This is an optimization exercise on Yosys and OpenROAD, whose aim is small area, a short achievable clock period and few clock cycles per item, not a production implementation. Function was checked by simulation only, so behaviour that the tests miss may differ from the original.

== willow ==
==> module maze_generator, before the edit <==
module maze_generator #(
  parameter logic [15:0] DEFAULT_SEED = 16'hACE1
) (
  input  logic         clk,
  input  logic         resetn,
  input  logic         start,
  input  logic [15:0]  seed,
  output logic [624:0] maze,
  output logic         load,
  output logic         busy
);
  localparam int N  = 12;
  localparam int BD = 15;    
  logic [N-2:0] h [N];
  logic [N-1:0] v [N];
  logic [N-1:0] yoh;             
  logic [N-1:0] col;             
  logic [15:0]  lfsr;
  logic [3:0]   came;            
  logic [7:0]   cnt;             
  logic [1:0]   bs [BD];         
  logic         fin;             
  function automatic int md(input int i);
    md = (i + N) % N;
  endfunction
  logic [N-1:0] vis_up, vis_dn;    
  logic [N+1:0] vis_row;           
  always_comb begin
    vis_row[0]   = 1'b1;
    vis_row[N+1] = 1'b1;
    for (int x = 0; x < N; x++) begin
      vis_up[x]    = v[N-2][x] | v[N-1][x] |
                     ((x > 0)   ? h[N-1][(x>0)?x-1:0] : 1'b0) |
                     ((x < N-1) ? h[N-1][(x<N-1)?x:0] : 1'b0);
      vis_dn[x]    = v[0][x] | v[1][x] |
                     ((x > 0)   ? h[1][(x>0)?x-1:0] : 1'b0) |
                     ((x < N-1) ? h[1][(x<N-1)?x:0] : 1'b0);
      vis_row[x+1] = v[N-1][x] | v[0][x] |
                     ((x > 0)   ? h[0][(x>0)?x-1:0] : 1'b0) |
                     ((x < N-1) ? h[0][(x<N-1)?x:0] : 1'b0);
    end
  end
  logic [3:0] blk, wall;    
  always_comb begin
    blk = {1'b0, yoh[N-1], 1'b0, yoh[0]};
    wall = '0;
    for (int x = 0; x < N; x++) begin
      blk[0]  |= col[x] & vis_up[x];
      blk[1]  |= col[x] & vis_row[x+2];
      blk[2]  |= col[x] & vis_dn[x];
      blk[3]  |= col[x] & vis_row[x];
      wall[0] |= col[x] & v[N-1][x];
      wall[2] |= col[x] & v[0][x];
      if (x < N-1) wall[1] |= col[x] & h[0][(x<N-1)?x:0];
      if (x > 0)   wall[3] |= col[x] & h[0][(x>0)?x-1:0];
    end
  end
  logic [3:0] avail, rot, first, dir;
  logic       carve_any;
  always_comb begin
    avail = ~blk;
    carve_any = |avail;
    rot   = 4'({avail, avail} >> lfsr[1:0]);
    first = rot[0] ? 4'b0001 : rot[1] ? 4'b0010 : rot[2] ? 4'b0100 : 4'b1000;
    dir   = 4'({first, first} >> (3'd4 - {1'b0, lfsr[1:0]}));
  end
  logic [3:0] cand, bs_oh, pd, mv;
  logic       two_walls, branch, root;
  always_comb begin
    cand      = wall & ~came;
    branch    = ((wall[0] & wall[1]) & (wall[2] | wall[3])) |
                ((wall[2] & wall[3]) & (wall[0] | wall[1]));
    two_walls = ((wall[0] & wall[1]) | (wall[2] & wall[3]) |
                 ((wall[0] | wall[1]) & (wall[2] | wall[3]))) & ~branch;
    bs_oh     = 4'b0001 << bs[0];
    pd        = branch ? bs_oh : cand;
    root      = yoh[0] & col[0];
    mv        = carve_any ? dir : pd;
  end
  wire step     = busy & ~fin;
  wire do_carve = step & carve_any;
  wire do_pop   = step & ~carve_any;
  wire accept   = start & ~busy;
  wire last     = do_carve & (cnt == 8'd142);
  wire fin_up = |yoh[N/2:1];
  wire rot_up = busy & (fin ? fin_up  : mv[0]);
  wire rot_dn = busy & (fin ? ~fin_up : mv[2]);
  wire mv_rt  = step & mv[1];
  wire mv_lt  = step & mv[3];
  logic [N-1:0] yoh_nx;
  always_comb
    for (int y = 0; y < N; y++)
      yoh_nx[y] = (rot_up & yoh[md(y+1)]) |
                  (rot_dn & yoh[md(y-1)]) |
                  (~rot_up & ~rot_dn & yoh[y]);
  wire done = busy & (last | fin) & yoh_nx[0];
  wire [15:0] s0       = (seed == 16'd0) ? DEFAULT_SEED : seed;
  wire        first_dn = (s0[1:0] == 2'd2);
  always_ff @(posedge clk or negedge resetn) begin
    if (!resetn) begin
      busy <= 1'b0;
      load <= 1'b0;
    end else if (accept) begin
      busy <= 1'b1;
      load <= 1'b0;
    end else if (done) begin
      busy <= 1'b0;
      load <= 1'b1;
    end
  end
  always_ff @(posedge clk) begin
    if (accept) begin
      lfsr <= {s0[14:0], s0[15] ^ s0[13] ^ s0[12] ^ s0[10]};
      yoh  <= first_dn ? 12'b10 : 12'b1;
      col  <= first_dn ? 12'b1  : 12'b10;
      came <= first_dn ? 4'b0100 : 4'b0010;
      cnt  <= 8'd1;
      fin  <= 1'b0;
    end else begin
      if (last) fin <= 1'b1;
      if (do_carve) begin
        lfsr <= {lfsr[14:0], lfsr[15] ^ lfsr[13] ^ lfsr[12] ^ lfsr[10]};
        cnt  <= cnt + 8'd1;
      end
      if (step) came <= carve_any ? dir : {pd[1:0], pd[3:2]};
      yoh <= yoh_nx;
      for (int x = 0; x < N; x++)
        col[x] <= (mv_lt & ((x < N-1) ? col[(x<N-1)?x+1:0] : 1'b0)) |
                  (mv_rt & ((x > 0)   ? col[(x>0)?x-1:0]   : 1'b0)) |
                  (~mv_lt & ~mv_rt & col[x]);
    end
  end
  always_ff @(posedge clk) begin
    if (do_carve & two_walls & ~root) begin
      bs[0] <= cand[1] ? 2'd1 : cand[2] ? 2'd2 : cand[3] ? 2'd3 : 2'd0;
      for (int i = 1; i < BD; i++) bs[i] <= bs[i-1];
    end else if (do_pop & branch) begin
      for (int i = 0; i < BD-1; i++) bs[i] <= bs[i+1];
    end
  end
  wire c_up = do_carve & dir[0];
  wire c_rt = do_carve & dir[1];
  wire c_dn = do_carve & dir[2];
  wire c_lt = do_carve & dir[3];
  wire s_up = ~accept & rot_up;
  wire s_dn = ~accept & rot_dn;
  wire s_hd = ~accept & ~rot_up & ~rot_dn;
  always_ff @(posedge clk) begin
    for (int j = 0; j < N; j++) begin
      for (int x = 0; x < N-1; x++)
        h[j][x] <= (s_up & h[md(j-1)][x]) | (s_dn & h[md(j+1)][x]) | (s_hd & h[j][x]) |
                   ((j == 0) & ((c_rt & col[x]) | (c_lt & col[x+1]))) |
                   ((j == 0) & (x == 0) & accept & ~first_dn);
      for (int x = 0; x < N; x++)
        v[j][x] <= (s_up & v[md(j-1)][x]) | (s_dn & v[md(j+1)][x]) | (s_hd & v[j][x]) |
                   ((j == 0) & c_up & col[x]) | ((j == N-1) & c_dn & col[x]) |
                   ((j == N-1) & (x == 0) & accept & first_dn);
    end
  end
  always_comb begin
    maze = {625{busy}};
    for (int y = 0; y < N; y++)
      for (int x = 0; x < N; x++)
        maze[(2*y+1)*25 + 2*x+1] = load;
    for (int y = 0; y < N; y++)
      for (int x = 0; x < N-1; x++)
        maze[(2*y+1)*25 + 2*x+2] = h[y][x];
    for (int y = 0; y < N-1; y++)
      for (int x = 0; x < N; x++)
        maze[(2*y+2)*25 + 2*x+1] = v[y][x];
  end
endmodule
export LEC_CHECK = 0
export CAP_MARGIN = 20
export CORE_MARGIN = 2
export CORE_UTILIZATION = 40
export SLEW_MARGIN = 20
create_clock -name core_clock -period 12.0 [get_ports {clk}]
standard.sh (not shown) runs the stock make flow with config.mk's settings and CLKGATE_MAP_FILE= SYNTH_SCRIPT=/design/flow/synth_recipe.tcl, a recipe that flattens the netlist after the stock synthesis.
==> flow/flow/run.sh <==
#!/bin/bash
# The standard layout with two changes: the port buffers are buf_1 cells, and
# repair_timing aims for more setup slack than the 12 ns constraint needs, so
# that the achieved period is pushed down. Output goes to orfs_make.log.
set -euo pipefail
bash standard.sh BUFFER_PORTS_ARGS="-buffer_cell sky130_fd_sc_hd__buf_1" SETUP_SLACK_MARGIN=8.0 finish > orfs_make.log 2>&1
Testbench counts of willow, summed over its fixed seeds: cycles 11,773, mazes 48.
diff inputs: willow => harbor
--- a/flow/design.v
+++ b/flow/design.v
@@ -143,17 +143,20 @@
   wire c_dn = do_carve & dir[2];
   wire c_lt = do_carve & dir[3];
-  wire s_up = ~accept & rot_up;
-  wire s_dn = ~accept & rot_dn;
-  wire s_hd = ~accept & ~rot_up & ~rot_dn;
   always_ff @(posedge clk) begin
     for (int j = 0; j < N; j++) begin
-      for (int x = 0; x < N-1; x++)
-        h[j][x] <= (s_up & h[md(j-1)][x]) | (s_dn & h[md(j+1)][x]) | (s_hd & h[j][x]) |
-                   ((j == 0) & ((c_rt & col[x]) | (c_lt & col[x+1]))) |
-                   ((j == 0) & (x == 0) & accept & ~first_dn);
-      for (int x = 0; x < N; x++)
-        v[j][x] <= (s_up & v[md(j-1)][x]) | (s_dn & v[md(j+1)][x]) | (s_hd & v[j][x]) |
-                   ((j == 0) & c_up & col[x]) | ((j == N-1) & c_dn & col[x]) |
-                   ((j == N-1) & (x == 0) & accept & first_dn);
+      for (int x = 0; x < N-1; x++) begin
+        if (accept)
+          h[j][x] <= (j == 0 && x == 0) ? ~first_dn : 1'b0;
+        else
+          h[j][x] <= (rot_up ? h[md(j-1)][x] : rot_dn ? h[md(j+1)][x] : h[j][x]) |
+                     ((j == 0) & ((c_rt & col[x]) | (c_lt & col[x+1])));
+      end
+      for (int x = 0; x < N; x++) begin
+        if (accept)
+          v[j][x] <= (j == N-1 && x == 0) ? first_dn : 1'b0;
+        else
+          v[j][x] <= (rot_up ? v[md(j-1)][x] : rot_dn ? v[md(j+1)][x] : v[j][x]) |
+                     ((j == 0) & c_up & col[x]) | ((j == N-1) & c_dn & col[x]);
+      end
     end
   end
## What came out
Actual transition at the worst max-transition pin down 0.14 ns in harbor wrt willow
When harbor is measured against willow, its routed wire length turns out 6.3% lower.
Sequential share of layout area is lower on harbor
Against willow, worst hold margin in harbor came out worse.
Testbench counts of harbor, summed over its fixed seeds: cycles 11,773, mazes 48.

afterwards: timing with drivers on the ports:
The flow's constraints put no driver on any port. The routed layouts listed below were extracted and timed again, unchanged, in two steps. Step 1 (the two cells are an assumption about what drives the block):
set clk [get_ports {clk}]
set_driving_cell -lib_cell sky130_fd_sc_hd__clkbuf_16 $clk
set_driving_cell -lib_cell sky130_fd_sc_hd__buf_2 [delete_from_list [all_inputs] $clk]
Step 2 times the ports against the registers' clock, not the clock port: input delays grow and output delays shrink by t, the midpoint of the rising clock arrivals with the driver on. Slacks: no drivers / after step 1 / after step 2; pairs: no drivers / after step 1.
| run | t, ns | setup slack, ns | worst register clock-pin slew, ns | worst slew at a driven data input, ns | pins driven straight from the clock port |
|---|---|---|---|---|---|
| willow | 0.613 | 8.016 / 7.958 / 7.601 | 0.06 / 0.06 | 0.05 | 1 |
| harbor | 0.619 | 8.020 / 7.961 / 7.644 | 0.06 / 0.06 | 0.03 | 1 |
After both steps setup and hold are still met in every run listed. The setup slack of willow, which loses most, moves by -0.058 ns with the drivers and by -0.415 ns with both steps.
